Context: an optimization exercise on an open-source flow, tuned for small area, a short achievable clock period and few clock cycles per item. The choices shown serve that exercise and are no tape-out recipe.
In this exercise RTL edits were held to simulation tests only and were not proved equivalent to the original.
Power is estimated from default activity; no workload was simulated.

File: flow/design.v
package tbs_pkg;
  localparam int unsigned ID_W    = 32;
  localparam int unsigned TOKEN_W = 16;
  localparam int unsigned EVENT_W = 3;
  localparam int unsigned LEVEL_W = 5;
  localparam int unsigned ENTRY_W = ID_W + TOKEN_W;
  localparam logic [TOKEN_W-1:0] BUCKET_RESET = 16'd10;
  localparam logic REQ_TICK   = 1'b0;
  localparam logic REQ_PACKET = 1'b1;
  typedef enum logic [EVENT_W-1:0] {
    EV_TOKEN_ADDED   = 3'd0,
    EV_TOKEN_DROPPED = 3'd1,
    EV_TOO_BIG       = 3'd2,
    EV_QUEUED        = 3'd3,
    EV_QUEUE_FULL    = 3'd4,
    EV_PASSED        = 3'd5
  } event_t;
  typedef enum logic [1:0] {
    ST_IDLE = 2'b01,
    ST_EXEC = 2'b10
  } state_t;
endpackage
module tbs_ram #(
  parameter int unsigned WIDTH = 48,
  parameter int unsigned DEPTH = 16
) (
  input  logic                     clk,
  input  logic                     we,
  input  logic [$clog2(DEPTH)-1:0] waddr,
  input  logic [WIDTH-1:0]         wdata,
  input  logic [$clog2(DEPTH)-1:0] raddr,
  output logic [WIDTH-1:0]         rdata
);
  logic [WIDTH-1:0] mem [DEPTH];
  always_ff @(posedge clk) begin
    if (we) begin
      mem[waddr] <= wdata;
    end
    rdata <= mem[raddr];
  end
endmodule
module token_bucket_shaper #(
  parameter int unsigned QUEUE_DEPTH = 16
) (
  input  logic                         clk,
  input  logic                         rst,
  input  logic                         cfg_wen,
  input  logic [tbs_pkg::TOKEN_W-1:0]  cfg_wdata,    
  input  logic                         s_tvalid,
  output logic                         s_tready,
  input  logic [47:0]                  s_tdata,      
  input  logic                         s_tuser,      
  output logic                         m_tvalid,
  input  logic                         m_tready,
  output logic [55:0]                  m_tdata,      
  output logic [3:0]                   m_tuser       
);
  localparam int unsigned PW = $clog2(QUEUE_DEPTH);
  localparam int unsigned CW = $clog2(QUEUE_DEPTH + 1);
  tbs_pkg::state_t state;
  logic [tbs_pkg::TOKEN_W-1:0] bucket_size;
  logic [tbs_pkg::TOKEN_W-1:0] token_total;
  logic [PW-1:0]      head_ptr;
  logic [PW-1:0]      tail_ptr;
  logic [CW-1:0]      wait_count;
  logic               item_kind;
  logic [tbs_pkg::ID_W-1:0]    item_id;
  logic [tbs_pkg::TOKEN_W-1:0] item_need;
  logic               out_valid;
  tbs_pkg::event_t             out_ev;
  logic               out_rel;
  logic [tbs_pkg::ID_W-1:0]    out_rid;
  logic [tbs_pkg::TOKEN_W-1:0] out_tok;
  logic [tbs_pkg::LEVEL_W-1:0] out_q;
  logic [tbs_pkg::ENTRY_W-1:0] head_entry;
  logic [tbs_pkg::ID_W-1:0]    head_id;
  logic [tbs_pkg::TOKEN_W-1:0] head_need;
  logic               fire;
  logic               push;
  logic               pop;
  logic               q_empty;
  logic               q_full;
  logic [tbs_pkg::TOKEN_W-1:0] tok_inc;
  logic [tbs_pkg::TOKEN_W-1:0] token_total_next;
  tbs_pkg::event_t             ev_next;
  logic               rel_next;
  logic [tbs_pkg::ID_W-1:0]    rid_next;
  logic [CW-1:0]      wait_count_next;
  logic [CW+tbs_pkg::LEVEL_W-1:0] level_ext;
  tbs_ram #(
    .WIDTH (tbs_pkg::ENTRY_W),
    .DEPTH (QUEUE_DEPTH)
  ) u_wait_ram (
    .clk   (clk),
    .we    (push),
    .waddr (tail_ptr),
    .wdata ({item_need, item_id}),
    .raddr (head_ptr),
    .rdata (head_entry)
  );
  assign head_id   = head_entry[tbs_pkg::ID_W-1:0];
  assign head_need = head_entry[tbs_pkg::ENTRY_W-1:tbs_pkg::ID_W];
  assign s_tready = (state == tbs_pkg::ST_IDLE);
  assign fire     = (state == tbs_pkg::ST_EXEC) && (!out_valid || m_tready);
  assign q_empty  = (wait_count == '0);
  assign q_full   = (wait_count >= CW'(QUEUE_DEPTH));
  assign tok_inc  = (token_total < bucket_size) ? token_total + 1'b1 : token_total;
  always_comb begin
    token_total_next = token_total;
    ev_next          = tbs_pkg::EV_TOKEN_ADDED;
    rel_next         = 1'b0;
    rid_next         = '0;
    push             = 1'b0;
    pop              = 1'b0;
    if (item_kind == tbs_pkg::REQ_TICK) begin
      ev_next          = (token_total < bucket_size) ? tbs_pkg::EV_TOKEN_ADDED : tbs_pkg::EV_TOKEN_DROPPED;
      token_total_next = tok_inc;
      if (!q_empty && tok_inc >= head_need) begin
        token_total_next = tok_inc - head_need;
        rel_next         = 1'b1;
        rid_next         = head_id;
        pop              = fire;
      end
    end else begin
      if (item_need > bucket_size) begin
        ev_next = tbs_pkg::EV_TOO_BIG;
      end else if (q_empty && token_total >= item_need) begin
        token_total_next = token_total - item_need;
        ev_next          = tbs_pkg::EV_PASSED;
        rel_next         = 1'b1;
        rid_next         = item_id;
      end else if (q_full) begin
        ev_next = tbs_pkg::EV_QUEUE_FULL;
      end else begin
        ev_next = tbs_pkg::EV_QUEUED;
        push    = fire;
      end
    end
  end
  always_comb begin
    wait_count_next = wait_count;
    if (push) begin
      wait_count_next = wait_count + 1'b1;
    end else if (pop) begin
      wait_count_next = wait_count - 1'b1;
    end
  end
  assign level_ext = {{tbs_pkg::LEVEL_W{1'b0}}, wait_count_next};
  always_ff @(posedge clk) begin
    if (rst) begin
      state       <= tbs_pkg::ST_IDLE;
      bucket_size <= tbs_pkg::BUCKET_RESET;
      token_total <= '0;
      head_ptr    <= '0;
      tail_ptr    <= '0;
      wait_count  <= '0;
      out_valid   <= 1'b0;
    end else begin
      if (cfg_wen) begin
        bucket_size <= cfg_wdata;
      end
      if (fire) begin
        out_valid <= 1'b1;
      end else if (m_tready) begin
        out_valid <= 1'b0;
      end
      case (state)
        tbs_pkg::ST_IDLE: begin
          if (s_tvalid) begin
            state <= tbs_pkg::ST_EXEC;
          end
        end
        tbs_pkg::ST_EXEC: begin
          if (fire) begin
            state       <= tbs_pkg::ST_IDLE;
            token_total <= token_total_next;
            wait_count  <= wait_count_next;
            if (push) begin
              tail_ptr <= (tail_ptr == PW'(QUEUE_DEPTH - 1)) ? '0 : tail_ptr + 1'b1;
            end
            if (pop) begin
              head_ptr <= (head_ptr == PW'(QUEUE_DEPTH - 1)) ? '0 : head_ptr + 1'b1;
            end
          end
        end
        default: begin
          state <= tbs_pkg::ST_IDLE;
        end
      endcase
    end
  end
  always_ff @(posedge clk) begin
    if (s_tvalid && s_tready) begin
      item_kind <= s_tuser;
      item_id   <= s_tdata[tbs_pkg::ID_W-1:0];
      item_need <= s_tdata[tbs_pkg::ENTRY_W-1:tbs_pkg::ID_W];
    end
    if (fire) begin
      out_ev  <= ev_next;
      out_rel <= rel_next;
      out_rid <= rid_next;
      out_tok <= token_total_next;
      out_q   <= level_ext[tbs_pkg::LEVEL_W-1:0];
    end
  end
  assign m_tvalid = out_valid;
  assign m_tdata  = {3'b000, out_q, out_tok, out_rid};
  assign m_tuser  = {out_rel, out_ev};
endmodule
File: flow/run.sh
#!/bin/bash
# synth_recipe.tcl (not shown) runs the flow's synth.tcl, then flattens the netlist and writes it again
# the make line also repeats each setting of config.mk as NAME=value (left out here)
make -C /OpenROAD-flow-scripts/flow DESIGN_CONFIG=/design/flow/config.mk WORK_HOME=/design/flow/orfs CLKGATE_MAP_FILE= SYNTH_SCRIPT=/design/flow/synth_recipe.tcl finish
File: flow/config.mk
export PLATFORM = sky130hd
export DESIGN_NAME = token_bucket_shaper
export DESIGN_NICKNAME = token_bucket_shaper
export VERILOG_FILES = /design/flow/design.v
export SDC_FILE = /design/flow/constraint.sdc
export NUM_CORES = 4
export LEC_CHECK = 0
export CAP_MARGIN = 20
export CORE_MARGIN = 2
export CORE_UTILIZATION = 40
export SLEW_MARGIN = 20
File: flow/constraint.sdc
create_clock -name core_clock -period 5.5 [get_ports {clk}]
set_input_delay 1.1000 -clock core_clock [delete_from_list [all_inputs] [get_ports {clk}]]
set_output_delay 1.1000 -clock core_clock [all_outputs]
set_load 0.01 [all_outputs]
==> impl_metrics.ini <==
[clocking]
clock_sinks = 970
h-tree-depth = 3
clk_latency_ps = 670
cts_buffer_depth = 3
root_buffer = clkbuf_16
cts_setup_buffers = 0
clkTransAtPathRegs_ps = 70
cts-buffers-inserted = 99
cts_tree = built
hold_buffers = 0

[power]
fin_total_pwr_mw = 15.34
leakage_nw = 14.58
ir_worst_vdd_mv = 0.2429
p_per_area_nw_per_um2 = 338.5

[timing]
tns_ps = 0
setup_ws_ps = 346.7
hold_violations = 0
rsz0062_at_grt = no
relSlewSlack_pct = 35.12
fin_crit_ps = 5153
tightest_slew_ps = 970.1
fin_crit_sh_pct = 93.70
setup_viol = 0
max_freq_mhz = 194.1
maxSlewViolCount = 0
skew_ps = 32.33

[worst_setup_path]
r2r-end = out_q[3]
crit_path_max_fanout = 21
arrival_ps = 5570
reg2reg_from = token_total[5]
worstPathRequired_ps = 5920
cp_slowest_stage_delay_ps = 490
crit_path_end_kind = flip-flop
worst-setup-path-type = reg -> reg
critPathSlowestCell = dfxtp_1
path_buf_inv = 0
startpoint_type = flip-flop
rr_worst_depth = 16
crit_family = compound AO/OA/AOI/OAI gates
cp_cell_sequence = ha_1 -> a21o_1 -> a211oi_1 -> o21ai_0 -> a21o_2 -> o31a_1 -> or2_2 -> ha_1 -> nand2_1 -> o21ai_0 -> a2111oi_2 -> or2_2 -> nor3_2 -> nand4_1 -> a21boi_0 -> nor2_1
r2r_slack_ps = 350

[cells_and_area]
layout.nets = 2320
layoutNonFillerInstCount = 3529
layout-drive-gt1-share_pct = 21.73
final_cell_mix = 874 x edfxtp_1, 240 x mux4_2, 128 x clkdlybuf4s50_1, 101 x clkbuf_16, 92 x dfxtp_1
n_antenna_cell = 0
syn_to_final_growth_pct = 17.44
postLayoutCellArea_um2 = 45320
final_common_cell = edfxtp_1

[yosys]
syn_inst = 1985
synth_edf_count = 874
synth-main-ff-cell = edfxtp_1
ys_types = 77
ys_seq_area_share_pct = 72.99
yosysWarnings = 2
syn-mean-instance-area_um2 = 19.44
syn_area_um2 = 38590
async_flop_share_pct = 0
ys_seq_elements = 970

[placement]
place_area_um2 = 41990
place_congestion = 0.9232
numPortBuffers = 128
hpwl_um = 49090
dp_slack_ps = 262.5
dpl.cell_count = 3341

[route]
viasPerCell = 5.586
maxUsedRoutingLayer = met4
dr_wl_met3_um = 5842
wl_met1_um = 40250
met2WireLength_um = 45120
routedWlPerCell_um = 26.27
drt_first_pass_iters = 5
drc = 0
vias = 19712
first_iter_violations = 1822
ant_nets = 0
wirelength_um = 92690

[run_status]
status = no timing/DRC/antenna violations

[floorplanning]
io_pins = 132
start_util_pct = 40.50
core_area_um2 = 95290
rows = 113
die_h_um = 314.6
dieArea_um2 = 98980
die-width_um = 314.6

[global_route]
track_usage_pct = 18.78
antenna_found_initial = 1
grt_first_pass_wirelength_um = 135300
grt_pass1_vias = 20221
grt.overflow.total = 0
grt_max_degree = 107

[min_path]
worstHoldStart = bucket_size[14]
worstHoldEndpoint = bucket_size[14]
holdCritPathClass = reg -> reg
min_path_cells = 2

[flow_run]
maxCapViolations = 0
==> registers in the layout, indices dropped and copies added, names as in the netlist, 3 cells and up <==
name              flops
out_ev                3
out_tok              16
u_wait_ram.mem      768
head_ptr              4
token_total          16
item_id              32
out_rid              32
out_q                 5
bucket_size          16
item_need            16
tail_ptr              4
wait_count            5
u_wait_ram.rdata     48
==> stage by stage <==
stage / hold slack, ps / utilization [%]
5_1_grt: 542.6 / 47.56
3_3_place_gp: 481.7 / 44.07
2_1_floorplan: 460.4 / -
4_1_cts: 503.3 / 47.56
6_report: 496.6 / 47.56
3_5_place_dp: 484.9 / 44.07
==> kinds of logic (layout without fill, tap and decap cells) <==
family                   after synthesis  in the layout  synth area share [%]
other                                  1              3              0.009717
adder cells (fa/ha/maj)               73             73                 2.406
AND/OR/NAND/NOR                      245            245                 3.164
flip-flops                           970            970                 72.99
multiplexers                         274            274                 14.90
buffers and inverters                162            439                 1.654
XOR/XNOR                              35             35                0.7943
AO/OA/AOI/OAI                        225            225                 4.082
==> worst max path at each step <==
| stage | from | to | slack [ps] | cells past startpoint |
|---|---|---|---|---|
| after floorplan | item_need[7] | u_wait_ram.mem[12][0] | 400 | 12 |
| after global placement | token_total[15] | out_tok[13] | 360 | 14 |
| after detailed placement | token_total[13] | out_q[3] | 260 | 15 |
| after CTS | token_total[13] | token_total[3] | 230 | 16 |
| after global routing | token_total[15] | out_q[3] | 70 | 15 |
| final | token_total[5] | out_q[3] | 350 | 16 |
==> synth_stat cells (all sizes together) (10+ instances only) <==
cell type,number,share of area (%)
edfxtp,874,68
a21oi,70,0.95
inv,64,0.62
and2,10,0.16
o21ai,31,0.40
a22o,32,0.73
nand2,56,0.54
nand3,20,0.26
dfxtp,96,5.0
nor3,17,0.23
ha,71,2.3
buf,33,0.40
nor4,11,0.19
xnor2,17,0.39
xor2,18,0.41
nand2b,11,0.18
a211oi,10,0.19
clkbuf,63,0.61
mux4,240,14
nor2,71,0.69
mux2i,30,0.78
==> metal layers <==
| layer | global-route usage, % | up-vias |
|---|---|---|
| met4 | 4.470 | 0 |
| met2 | 30.53 | 649 |
| met1 | 26.79 | 10450 |
| met3 | 2.839 | 111 |
| met5 | 0 | - |
| li1 | - | 8502 |
==> worst reg2reg max path, stage by stage (launching register included) <==
cell and delay (ps):
dfxtp_1 490, ha_1 310, a21o_1 160, a211oi_1 230
o21ai_0 150, a21o_2 350, o31a_1 340, or2_2 300
ha_1 370, nand2_1 70, o21ai_0 430, a2111oi_2 180
or2_2 470, nor3_2 440, nand4_1 210, a21boi_0 310
nor2_1 70
==> power by group <==
group | internal [mW] | switching (mW)
clock network | 4.02 | 2.81
registers | 8.09 | 0.102
logic | 0.139 | 0.190
total | 12.2 | 3.10
==> timing repair <==
action / CTS / global route
setup endpoints to repair: 0 / 8
hold endpoints to repair: 0 / 0
resized for setup: 0 / 1
==> cell type report <==
type	count	area, µm²
well taps	1265	1583
inverters	66	250.2
fillers	7953	49970
clock inverters	65	658.1
multi-input cells	855	9946
clock buffers	123	2670
flip-flops and latches	970	28180
repair buffers	185	2034
Testbench counts, summed over its fixed seeds: cycles 32,040, items 16,000.

==> port drivers added, routing unchanged <==
Ports are ideal in the flow. The routed layout listed here was re-timed in OpenROAD. Step 1: set_driving_cell puts a clkbuf_16 on clk and a buf_2 on each other input, an assumption about the parent block. Step 2 also shifts input and output timing later by t, the mid clock arrival at the registers, as if the neighbouring blocks saw the same clock. Slacks: no drivers / after step 1 / after step 2; pairs: no drivers / after step 1.
t (ns): 0.725
setup WS [ns]: 0.347 / 0.347 / 0.347
latest minus earliest clock arrival (ns): 0.032 / 0.032
slew at the worst register clock pin (ns): 0.07 / 0.07
worst slew at a driven data input, ns: 0.05
After both steps this run still meets setup and hold. For this run, drivers alone change the setup slack by 0.000 ns; drivers and shift together by 0.000 ns.
